This design comes from an exercise in tuning for a short achievable clock period and few clock cycles per item on the open sky130 flow, not from production work. Function was checked by simulation only, so behaviour that the tests miss may differ from the original.

==> job 5417 <==
==> flow/design.v <==
package cpu_isa_pkg;
    typedef logic [31:0] word_t;
    typedef logic [4:0]  reg_addr_t;
    typedef enum logic [3:0] {
        op_add  = 4'h1,
        op_addi = 4'h2,
        op_lw   = 4'h3,
        op_sw   = 4'h4
    } opcode_t;
    localparam word_t WORD_BYTES = 32'd4;
endpackage
`timescale 1ns/10ps
module ks_add #(
    parameter int W = 32
) (
    input  logic [W-1:0] a,
    input  logic [W-1:0] b,
    input  logic         ci,
    output logic [W-1:0] s,
    output logic         co
);
    localparam int L = (W > 16) ? 5 : (W > 8) ? 4 : (W > 4) ? 3 : (W > 2) ? 2 : 1;
    logic [W:0] g [L+1];
    logic [W:0] p [L+1];
    assign g[0] = {a & b, ci};
    assign p[0] = {a ^ b, 1'b0};
    for (genvar k = 0; k < L; k++) begin : g_lvl
        for (genvar i = 0; i <= W; i++) begin : g_bit
            if (i >= (1 << k)) begin : g_op
                assign g[k+1][i] = g[k][i] | (p[k][i] & g[k][i - (1 << k)]);
                assign p[k+1][i] = p[k][i] & p[k][i - (1 << k)];
            end else begin : g_pass
                assign g[k+1][i] = g[k][i];
                assign p[k+1][i] = p[k][i];
            end
        end
    end
    assign s  = p[0][W:1] ^ g[L][W-1:0];
    assign co = g[L][W];
endmodule
module ea_add (
    input  logic [31:0] a,
    input  logic [12:0] imm,
    output logic [31:0] s
);
    logic [12:0] lo;
    logic        c13;
    logic [18:0] hi, inc, dec;
    ks_add #(.W(13)) u_lo (.a(a[12:0]), .b(imm), .ci(1'b0), .s(lo), .co(c13));
    assign hi = a[31:13];
    always_comb begin
        for (int i = 0; i < 19; i++) begin
            inc[i] = hi[i] ^ (&(hi | ~((19'd1 << i) - 19'd1)));
            dec[i] = hi[i] ^ ~(|(hi & ((19'd1 << i) - 19'd1)));
        end
    end
    logic [18:0] u0, u1;
    assign u1 = imm[12] ? hi : inc;
    assign u0 = imm[12] ? dec : hi;
    assign s  = {c13 ? u1 : u0, lo};
endmodule
`timescale 1ns/10ps
module cpu_top #(
    parameter cpu_isa_pkg::word_t RESET_PC = 32'h0000_0000,
    parameter int                 NUM_REGS = 32
) (
    input  logic               clk,
    input  logic               rst_n,
    output logic               mem_req,
    output logic               mem_we,
    output cpu_isa_pkg::word_t mem_addr,
    output cpu_isa_pkg::word_t mem_wdata,
    input  cpu_isa_pkg::word_t mem_rdata,
    input  logic               mem_ack
);
    logic        tgt_data;
    logic [29:0] pc;           
    logic        ir_alu;
    logic        ir_addi;
    logic        ir_store;
    logic [12:0] ir_imm;
    logic [4:0]  rd;
    logic [31:0] rd_oh;
    cpu_isa_pkg::word_t opa, opb;
    logic        v1;           
    logic        wbp;          
    cpu_isa_pkg::word_t res;
    cpu_isa_pkg::word_t ea_q;
    logic [15:0] lo_q, hi0_q, hi1_q;
    logic        c16_q, addi_q;
    logic [15:0] lo_s, hi0_s, hi1_s;
    logic        c16_s;
    cpu_isa_pkg::word_t regs [32];
    cpu_isa_pkg::word_t ra, rb, ea;
    logic [31:0] rs1_sel, rs2_sel, stale;
    logic        fetching, fetch_ack, data_ack, load_ack;
    logic        fwd1, fwd2;
    logic [3:0]  op_in;
    assign fetching  = mem_req & !tgt_data;
    assign fetch_ack = fetching & mem_ack;
    assign data_ack  = mem_req & tgt_data & mem_ack;
    assign load_ack  = data_ack & !ir_store;
    assign op_in = mem_rdata[31:28];
    assign stale = rd_oh & {32{wbp}};
    assign fwd1  = wbp & (rd == mem_rdata[4:0]);
    assign fwd2  = wbp & (rd == mem_rdata[9:5]);
    always_comb begin
        ra = {32{fwd1}} & res;
        rb = {32{fwd2}} & res;
        for (int i = 0; i < 32; i++) begin
            rs1_sel[i] = mem_rdata[4:0] == 5'(i) && !stale[i];
            rs2_sel[i] = mem_rdata[9:5] == 5'(i) && !stale[i];
            ra = ra | ({32{rs1_sel[i]}} & regs[i]);
            rb = rb | ({32{rs2_sel[i]}} & regs[i]);
        end
    end
    ea_add u_ea (.a(opa), .imm(ir_imm), .s(ea));
    ks_add #(.W(16)) u_lo  (.a(opa[15:0]),  .b(opb[15:0]),  .ci(1'b0), .s(lo_s),  .co(c16_s));
    ks_add #(.W(16)) u_hi0 (.a(opa[31:16]), .b(opb[31:16]), .ci(1'b0), .s(hi0_s), .co());
    ks_add #(.W(16)) u_hi1 (.a(opa[31:16]), .b(opb[31:16]), .ci(1'b1), .s(hi1_s), .co());
    always_ff @(posedge clk) begin
        ea_q   <= ea;
        lo_q   <= lo_s;
        c16_q  <= c16_s;
        hi0_q  <= hi0_s;
        hi1_q  <= hi1_s;
        addi_q <= ir_addi;
    end
    assign res = addi_q ? ea_q : {c16_q ? hi1_q : hi0_q, lo_q};
    always_ff @(posedge clk or negedge rst_n) begin
        if (!rst_n) begin
            mem_req  <= 1'b0;
            tgt_data <= 1'b0;
            pc       <= RESET_PC[31:2];
            v1       <= 1'b0;
            wbp      <= 1'b0;
        end else begin
            mem_req <= !mem_ack;
            if (fetch_ack) begin
                tgt_data <= op_in == 4'h3 || op_in == 4'h4;
                pc       <= pc + 30'd1;
            end else if (data_ack) begin
                tgt_data <= 1'b0;
            end
            v1  <= fetch_ack;
            wbp <= v1 & ir_alu;
        end
    end
    always_ff @(posedge clk) begin
        mem_addr  <= tgt_data ? ea : {pc, 2'b00};
        mem_we    <= tgt_data & ir_store;
        mem_wdata <= opb;
    end
    always_ff @(posedge clk) begin
        if (fetching) begin
            ir_alu   <= op_in == 4'h1 || op_in == 4'h2;
            ir_addi  <= op_in == 4'h2;
            ir_store <= op_in == 4'h4;
            ir_imm   <= mem_rdata[27:15];
            rd       <= mem_rdata[14:10];
            opa      <= ra;
            opb      <= rb;
            for (int i = 0; i < 32; i++)
                rd_oh[i] <= mem_rdata[14:10] == 5'(i);
        end
    end
    always_ff @(posedge clk or negedge rst_n) begin
        if (!rst_n) begin
            for (int i = 0; i < 32; i++)
                regs[i] <= '0;
        end else begin
            for (int i = 0; i < 32; i++)
                if (rd_oh[i] && load_ack)
                    regs[i] <= mem_rdata;
                else if (stale[i])
                    regs[i] <= res;
        end
    end
endmodule
==> flow/run.sh <==
#!/bin/bash
# synth_recipe.tcl (not shown) runs the flow's synth.tcl, then flattens the netlist and writes it again
# the make line also repeats each setting of config.mk as NAME=value (left out here)
make -C /OpenROAD-flow-scripts/flow DESIGN_CONFIG=/design/flow/config.mk WORK_HOME=/design/flow/orfs CLKGATE_MAP_FILE= SYNTH_SCRIPT=/design/flow/synth_recipe.tcl finish
==> flow/config.mk <==
export PLATFORM = sky130hd
export DESIGN_NAME = cpu_top
export DESIGN_NICKNAME = cpu_top
export VERILOG_FILES = /design/flow/design.v
export SDC_FILE = /design/flow/constraint.sdc
export NUM_CORES = 4
export LEC_CHECK = 0
export ABC_CLOCK_PERIOD_IN_PS = 2000
export CAP_MARGIN = 20
export CORE_MARGIN = 2
export CORE_UTILIZATION = 35
export SETUP_SLACK_MARGIN = 4.5
export SLEW_MARGIN = 20
==> flow/constraint.sdc <==
create_clock -name core_clock -period 7.0 [get_ports {clk}]
set_input_delay 1.4000 -clock core_clock [delete_from_list [all_inputs] [get_ports {clk}]]
set_output_delay 1.4000 -clock core_clock [all_outputs]
set_load 0.01 [all_outputs]
==> inputs of job 3399, as changes to job 5417 <==
--- a/flow/design.v
+++ b/flow/design.v
@@ -86,2 +86,3 @@
     logic        wbp;          
+    logic [31:0] stale;        
     cpu_isa_pkg::word_t res;
@@ -94,3 +95,3 @@
     cpu_isa_pkg::word_t ra, rb, ea;
-    logic [31:0] rs1_sel, rs2_sel, stale;
+    logic [31:0] rs1_sel, rs2_sel;
     logic        fetching, fetch_ack, data_ack, load_ack;
@@ -103,3 +104,2 @@
     assign op_in = mem_rdata[31:28];
-    assign stale = rd_oh & {32{wbp}};
     assign fwd1  = wbp & (rd == mem_rdata[4:0]);
@@ -136,2 +136,3 @@
             wbp      <= 1'b0;
+            stale    <= '0;
         end else begin
@@ -145,3 +146,4 @@
             v1  <= fetch_ack;
-            wbp <= v1 & ir_alu;
+            wbp   <= v1 & ir_alu;
+            stale <= rd_oh & {32{v1 & ir_alu}};
         end
Settings changed: CTS_CLUSTER_DIAMETER set to 80, CTS_CLUSTER_SIZE set to 40.
==> inputs of job 7723, as changes to job 5417 <==
==> flow/design.v (replaced) <==
package cpu_isa_pkg;
    typedef logic [31:0] word_t;
    typedef logic [4:0]  reg_addr_t;
    typedef enum logic [3:0] {
        op_add  = 4'h1,
        op_addi = 4'h2,
        op_lw   = 4'h3,
        op_sw   = 4'h4
    } opcode_t;
    localparam word_t WORD_BYTES = 32'd4;
endpackage
`timescale 1ns/10ps
module cpu_top #(
    parameter cpu_isa_pkg::word_t RESET_PC = 32'h0000_0000,
    parameter int                 NUM_REGS = 32
) (
    input  logic               clk,
    input  logic               rst_n,
    output logic               mem_req,
    output logic               mem_we,
    output cpu_isa_pkg::word_t mem_addr,
    output cpu_isa_pkg::word_t mem_wdata,
    input  cpu_isa_pkg::word_t mem_rdata,
    input  logic               mem_ack
);
    logic        xf_fetch;
    logic        xf_load;
    logic [29:0] fa;           
    logic        ir_add;
    logic        ir_alu;
    logic        ir_memop;
    logic        ir_store;
    logic [12:0] ir_imm;
    logic [31:0] rs1_oh;
    logic [31:0] rs2_oh;
    logic [31:0] rd_oh;
    logic        v1;           
    logic        wb_v;         
    cpu_isa_pkg::word_t res;
    cpu_isa_pkg::word_t regs [32];
    cpu_isa_pkg::word_t ra, rb, imm_ext, ea, alu;
    logic        next_data;
    logic [3:0]  op_in;
    always_comb begin
        ra = '0;
        rb = '0;
        for (int i = 0; i < 32; i++) begin
            ra = ra | ({32{rs1_oh[i]}} & regs[i]);
            rb = rb | ({32{rs2_oh[i]}} & regs[i]);
        end
    end
    assign imm_ext   = {{19{ir_imm[12]}}, ir_imm};
    assign ea        = ra + imm_ext;
    assign alu       = ra + (ir_add ? rb : imm_ext);
    assign next_data = xf_fetch & ir_memop;
    assign op_in     = mem_rdata[31:28];
    always_ff @(posedge clk or negedge rst_n) begin
        if (!rst_n) begin
            mem_req  <= 1'b0;
            mem_we   <= 1'b0;
            xf_fetch <= 1'b0;
            xf_load  <= 1'b0;
            fa       <= RESET_PC[31:2] - 30'd1;
            v1       <= 1'b0;
            wb_v     <= 1'b0;
        end else begin
            mem_req <= !mem_ack;
            if (!mem_req && !mem_ack) begin
                mem_we   <= next_data & ir_store;
                xf_fetch <= !next_data;
                xf_load  <= next_data & !ir_store;
            end
            if (mem_req && xf_fetch)
                fa <= mem_addr[31:2];
            v1   <= mem_req & xf_fetch & mem_ack;
            wb_v <= (v1 & ir_alu) | (mem_req & xf_load & mem_ack);
        end
    end
    always_ff @(posedge clk) begin
        if (!mem_req) begin
            mem_addr  <= next_data ? ea : {fa + 30'd1, 2'b00};
            mem_wdata <= rb;
        end
    end
    always_ff @(posedge clk) begin
        if (mem_req && xf_fetch) begin
            ir_add   <= op_in == 4'h1;
            ir_alu   <= op_in == 4'h1 || op_in == 4'h2;
            ir_memop <= op_in == 4'h3 || op_in == 4'h4;
            ir_store <= op_in == 4'h4;
            ir_imm   <= mem_rdata[27:15];
            for (int i = 0; i < 32; i++) begin
                rs1_oh[i] <= mem_rdata[4:0]   == 5'(i);
                rs2_oh[i] <= mem_rdata[9:5]   == 5'(i);
                rd_oh[i]  <= mem_rdata[14:10] == 5'(i);
            end
        end
    end
    always_ff @(posedge clk) begin
        if (v1)
            res <= alu;
        else if (mem_req && xf_load)
            res <= mem_rdata;
    end
    always_ff @(posedge clk or negedge rst_n) begin
        if (!rst_n) begin
            for (int i = 0; i < 32; i++)
                regs[i] <= '0;
        end else begin
            for (int i = 0; i < 32; i++)
                if (wb_v && rd_oh[i])
                    regs[i] <= res;
        end
    end
endmodule
Settings changed: ABC_CLOCK_PERIOD_IN_PS 2000 to not set, CORE_UTILIZATION 35 to 30, SETUP_SLACK_MARGIN 4.5 to not set.
==> summary of the runs <==
- Job 3399 died in 5_1_grt. Job 7723 finished with timing, DRC and antenna clean. Job 5417 passed the timing, design-rule and antenna checks.
- In job 7723 the non-clock buffer count is lower than in job 5417, by 999.
- Between job 5417 and job 7723, the lower cell count is in job 7723 (gap 44%, measured against job 7723).
- Between job 7723 and job 5417, the lower first-iteration DRC count is in job 7723 (gap 40%, measured against job 5417).
- Against job 7723, the via count of job 5417 is higher by about 60%.
- In job 7723 the worst hold slack is better than in job 5417, by 0.15 ns.
Testbench counts of job 5417, summed over its fixed seeds: cycles 52,712, instrs 17,856.
Testbench counts of job 3399, summed over its fixed seeds: cycles 52,712, instrs 17,856.
Testbench counts of job 7723, summed over its fixed seeds: cycles 52,712, instrs 17,856.

## re-timing with driven ports
No port has a modelled driver above. Below, the same layouts with a new extraction and two added sets of constraints.
Step 1 (the two cells are an assumption about what drives the block):
set clk [get_ports {clk}]
set_driving_cell -lib_cell sky130_fd_sc_hd__clkbuf_16 $clk
set_driving_cell -lib_cell sky130_fd_sc_hd__buf_2 [delete_from_list [all_inputs] $clk]
Step 2 times the ports against the registers' clock, not the clock port: input delays grow and output delays shrink by t, the midpoint of the rising clock arrivals with the driver on.
a / b / c = no drivers / after step 1 / after step 2; a / b = the first two.
| run | shift t [ns] | setup slack, ns | worst slew at a driven data input, ns |
|---|---|---|---|
| job 5417 | 0.962 | 3.647 / 3.647 / 2.752 | 0.16 |
| job 7723 | 0.883 | 1.442 / 1.442 / 1.442 | 0.13 |
After both steps setup and hold are still met in every run listed. The setup slack of job 5417, which loses most, moves by 0.000 ns with the drivers and by -0.895 ns with both steps.
